What follows belongs to an exercise in optimizing a design on an open flow for small area and a short achievable clock period; a production flow would make more cautious choices. At most, simulation tests tie the RTL to the original design; equivalence was not proved.

run 1:
==> flow/design.v <==
module cam_pixel_packer #(
  parameter logic [31:0] BASE_ADDR   = 32'h0000_1000,
  parameter int          FRAME_BYTES = 4096,
  parameter int          BURST_LEN   = 16,
  parameter int          FIFO_DEPTH  = 64
) (
  input  logic        ACLK,
  input  logic        ARESET,
  input  logic        pix_valid,
  input  logic [7:0]  pix_data,
  input  logic        pix_sof,
  output logic        req_valid,
  input  logic        req_ready,
  output logic [31:0] req_addr,
  output logic [7:0]  req_len,
  output logic        dat_valid,
  input  logic        dat_ready,
  output logic [31:0] dat_data,
  output logic        dat_last,
  output logic        overflow,
  output logic        sync_err,
  output logic        frame_done
);
  logic [1:0]  phase_q;
  logic [23:0] part_q;
  logic [9:0]  fwords_q;
  logic [6:0]  count_q;
  logic [5:0]  wr_ptr_q;
  logic [63:0] we_q;         
  logic [7:0]  wbyte_q;
  logic [63:0] rsel_q;       
  logic [1:0]  blk_q;        
  logic [3:0]  bhi_q;        
  logic [31:0] head_q;
  logic        last_q;
  logic        dv_idle_q;    
  logic        req_valid_q, dat_valid_q, overflow_q, sync_err_q, frame_done_q;
  logic [31:0] mem_q [64];
  logic pv_sof, pv_dat, push, pop, full, drop, push_ok, sof_err, enter, last_pop, advance;
  logic [31:0] rd_word;
  logic [6:0]  cnt_inc, cnt_dec;
  logic        cnt_up, cnt_dn;
  assign pv_sof   = pix_valid & pix_sof;
  assign pv_dat   = pix_valid & ~pix_sof;
  assign push     = pv_dat & (phase_q == 2'd3);
  assign pop      = dat_valid_q & dat_ready;
  assign full     = count_q[6];
  assign drop     = push & full & ~pop;
  assign push_ok  = push & ~drop;
  assign sof_err  = pv_sof & ((phase_q != 2'd0) | (fwords_q != 10'd0));
  assign enter    = req_valid_q & req_ready;
  assign last_pop = pop & last_q;
  assign advance  = enter | (pop & ~last_q);
  assign cnt_inc  = count_q + 7'd1;
  assign cnt_dec  = count_q - 7'd1;
  assign cnt_up   = push_ok & ~pop;
  assign cnt_dn   = pop & ~push_ok;
  always_ff @(posedge ACLK) begin
    for (int i = 0; i < 64; i++)
      if (we_q[i]) mem_q[i] <= {wbyte_q, part_q};
  end
  always_comb begin
    rd_word = '0;
    for (int i = 0; i < 64; i++)
      rd_word = rd_word | (mem_q[i] & {32{rsel_q[i]}});
  end
  always_ff @(posedge ACLK) begin
    head_q <= (head_q  & {32{dat_valid_q & ~dat_ready}})
            | (rd_word & {32{dv_idle_q   |  dat_ready}});
    if (pix_valid && (pix_sof || phase_q == 2'd0)) part_q[7:0] <= pix_data;
    if (pv_dat && phase_q == 2'd1) part_q[15:8]  <= pix_data;
    if (pv_dat && phase_q == 2'd2) part_q[23:16] <= pix_data;
    if (push) wbyte_q <= pix_data;
    for (int i = 0; i < 64; i++) we_q[i] <= push_ok && (wr_ptr_q == 6'(i));
  end
  always_ff @(posedge ACLK or posedge ARESET) begin
    if (ARESET) begin
      phase_q      <= 2'd0;
      fwords_q     <= '0;
      count_q      <= '0;
      wr_ptr_q     <= '0;
      rsel_q       <= 64'd1;
      blk_q        <= 2'd0;
      bhi_q        <= '0;
      last_q       <= 1'b0;
      req_valid_q  <= 1'b0;
      dat_valid_q  <= 1'b0;
      dv_idle_q    <= 1'b1;
      overflow_q   <= 1'b0;
      sync_err_q   <= 1'b0;
      frame_done_q <= 1'b0;
    end else begin
      if (pv_sof) begin
        phase_q  <= 2'd1;
        fwords_q <= '0;
      end else if (pix_valid) begin
        phase_q  <= phase_q + 2'd1;
        if (push) fwords_q <= fwords_q + 10'd1;
      end
      count_q <= ({7{cnt_up}} & cnt_inc) | ({7{cnt_dn}} & cnt_dec)
               | ({7{~cnt_up & ~cnt_dn}} & count_q);
      if (push_ok) wr_ptr_q <= wr_ptr_q + 6'd1;
      if (drop)    overflow_q <= 1'b1;
      if (sof_err) sync_err_q <= 1'b1;
      frame_done_q <= last_pop & (blk_q == 2'd0) & (bhi_q == 4'hF);
      if (advance) begin
        rsel_q <= {rsel_q[62:0], rsel_q[63]};
        if (rsel_q[15] || rsel_q[31] || rsel_q[47] || rsel_q[63]) blk_q <= blk_q + 2'd1;
      end
      if (last_pop && blk_q == 2'd0) bhi_q <= bhi_q + 4'd1;
      if (enter) last_q <= 1'b0;
      else if (pop) last_q <= rsel_q[15] | rsel_q[31] | rsel_q[47] | rsel_q[63];
      if (!req_valid_q && !dat_valid_q && count_q[6:4] != 3'd0) req_valid_q <= 1'b1;
      else if (enter) req_valid_q <= 1'b0;
      if (enter) begin
        dat_valid_q <= 1'b1;
        dv_idle_q   <= 1'b0;
      end else if (last_pop) begin
        dat_valid_q <= 1'b0;
        dv_idle_q   <= 1'b1;
      end
    end
  end
  assign req_valid  = req_valid_q;
  assign req_addr   = BASE_ADDR + {20'd0, bhi_q, blk_q, 6'd0};
  assign req_len    = 8'(BURST_LEN - 1);
  assign dat_valid  = dat_valid_q;
  assign dat_data   = head_q;
  assign dat_last   = last_q;
  assign overflow   = overflow_q;
  assign sync_err   = sync_err_q;
  assign frame_done = frame_done_q;
endmodule
==> flow/config.mk <==
export PLATFORM = sky130hd
export DESIGN_NAME = cam_pixel_packer
export DESIGN_NICKNAME = cam_pixel_packer
export VERILOG_FILES = /design/flow/design.v
export SDC_FILE = /design/flow/constraint.sdc
export NUM_CORES = 4
export LEC_CHECK = 0
export ABC_CLOCK_PERIOD_IN_PS = 2500
export CAP_MARGIN = 20
export CORE_MARGIN = 2
export CORE_UTILIZATION = 55
export CTS_BUF_LIST = sky130_fd_sc_hd__clkbuf_16
export CTS_CLUSTER_DIAMETER = 90
export CTS_CLUSTER_SIZE = 28
export SETUP_SLACK_MARGIN = 3.2
export SLEW_MARGIN = 20
==> flow/constraint.sdc <==
create_clock -name core_clock -period 5.5 [get_ports {ACLK}]
set_input_delay 1.1000 -clock core_clock [delete_from_list [all_inputs] [get_ports {ACLK}]]
set_output_delay 1.1000 -clock core_clock [all_outputs]
set_load 0.01 [all_outputs]
run.sh (not shown) runs the stock make flow with config.mk's settings and CLKGATE_MAP_FILE= SYNTH_SCRIPT=/design/flow/synth_recipe.tcl, a recipe that flattens the netlist after the stock synthesis.
Run 1 ended with every stage complete and zero timing, DRC or antenna violations.
Input-level comparison between run 2 and run 1:
--- a/flow/design.v
+++ b/flow/design.v
@@ -28,7 +28,8 @@
   logic [5:0]  wr_ptr_q;
   logic [63:0] we_q;         
   logic [7:0]  wbyte_q;
-  logic [63:0] rsel_q;       
+  logic [15:0] bsel_q;       
+  logic [3:0]  ksel_q;       
   logic [1:0]  blk_q;        
   logic [3:0]  bhi_q;        
   logic [31:0] head_q;
@@ -62,7 +63,7 @@
   always_comb begin
     rd_word = '0;
     for (int i = 0; i < 64; i++)
-      rd_word = rd_word | (mem_q[i] & {32{rsel_q[i]}});
+      rd_word = rd_word | (mem_q[i] & {32{ksel_q[i / 16] & bsel_q[i % 16]}});
   end
   always_ff @(posedge ACLK) begin
     head_q <= (head_q  & {32{dat_valid_q & ~dat_ready}})
@@ -79,7 +80,8 @@
       fwords_q     <= '0;
       count_q      <= '0;
       wr_ptr_q     <= '0;
-      rsel_q       <= 64'd1;
+      bsel_q       <= 16'd1;
+      ksel_q       <= 4'd1;
       blk_q        <= 2'd0;
       bhi_q        <= '0;
       last_q       <= 1'b0;
@@ -104,12 +106,15 @@
       if (sof_err) sync_err_q <= 1'b1;
       frame_done_q <= last_pop & (blk_q == 2'd0) & (bhi_q == 4'hF);
       if (advance) begin
-        rsel_q <= {rsel_q[62:0], rsel_q[63]};
-        if (rsel_q[15] || rsel_q[31] || rsel_q[47] || rsel_q[63]) blk_q <= blk_q + 2'd1;
+        bsel_q <= {bsel_q[14:0], bsel_q[15]};
+        if (bsel_q[15]) begin
+          ksel_q <= {ksel_q[2:0], ksel_q[3]};
+          blk_q  <= blk_q + 2'd1;
+        end
       end
       if (last_pop && blk_q == 2'd0) bhi_q <= bhi_q + 4'd1;
       if (enter) last_q <= 1'b0;
-      else if (pop) last_q <= rsel_q[15] | rsel_q[31] | rsel_q[47] | rsel_q[63];
+      else if (pop) last_q <= bsel_q[15];
       if (!req_valid_q && !dat_valid_q && count_q[6:4] != 3'd0) req_valid_q <= 1'b1;
       else if (enter) req_valid_q <= 1'b0;
       if (enter) begin
==> run notes <==
Run 2 against run 1; multi-input logic area is up by a little under 10%. Detailed-route wire length per cell (run 2 / run 1): 0.926. The buffers inserted during post-CTS setup optimization of run 2 exceeds that of run 1 by 21. Number of non-filler instances in the completed layout: run 2 vs run 1 up 305. Run 1 vs run 2, critical path's slowest cell: sky130_fd_sc_hd__dfrtp_1 vs sky130_fd_sc_hd__dfrtp_4. Summary: with run 1 as the reference, post-synthesis area per instance in run 2 moved down by a few percent. Routed wire length, run 2 vs run 1: down by a few percent.
Only the layout flow was run in run 2; the RTL was not checked for function there.

[static timing again, ports no longer ideal]
No port has a modelled driver above. Below, the same layouts with a new extraction and two added sets of constraints.
Step 1 (the two cells are an assumption about what drives the block):
set clk [get_ports {ACLK}]
set_driving_cell -lib_cell sky130_fd_sc_hd__clkbuf_16 $clk
set_driving_cell -lib_cell sky130_fd_sc_hd__buf_2 [delete_from_list [all_inputs] $clk]
Step 2, shift: input delay + t, output delay - t, t = (earliest + latest rising clock arrival at the registers) / 2. This alone moves slack from input paths to output paths.
a / b / c = no drivers / after step 1 / after step 2; a / b = the first two.
run	t (ns)	setup WS [ns]	latest minus earliest clock arrival (ns)	worst data-port slew with drivers (ns)
run 1	0.845	3.052 / 2.972 / 2.528	0.056 / 0.056	0.10
run 2	0.844	3.040 / 2.958 / 2.578	0.040 / 0.040	0.05
After both steps setup and hold are still met in every run listed. The setup slack of run 1, which loses most, moves by -0.080 ns with the drivers and by -0.524 ns with both steps.
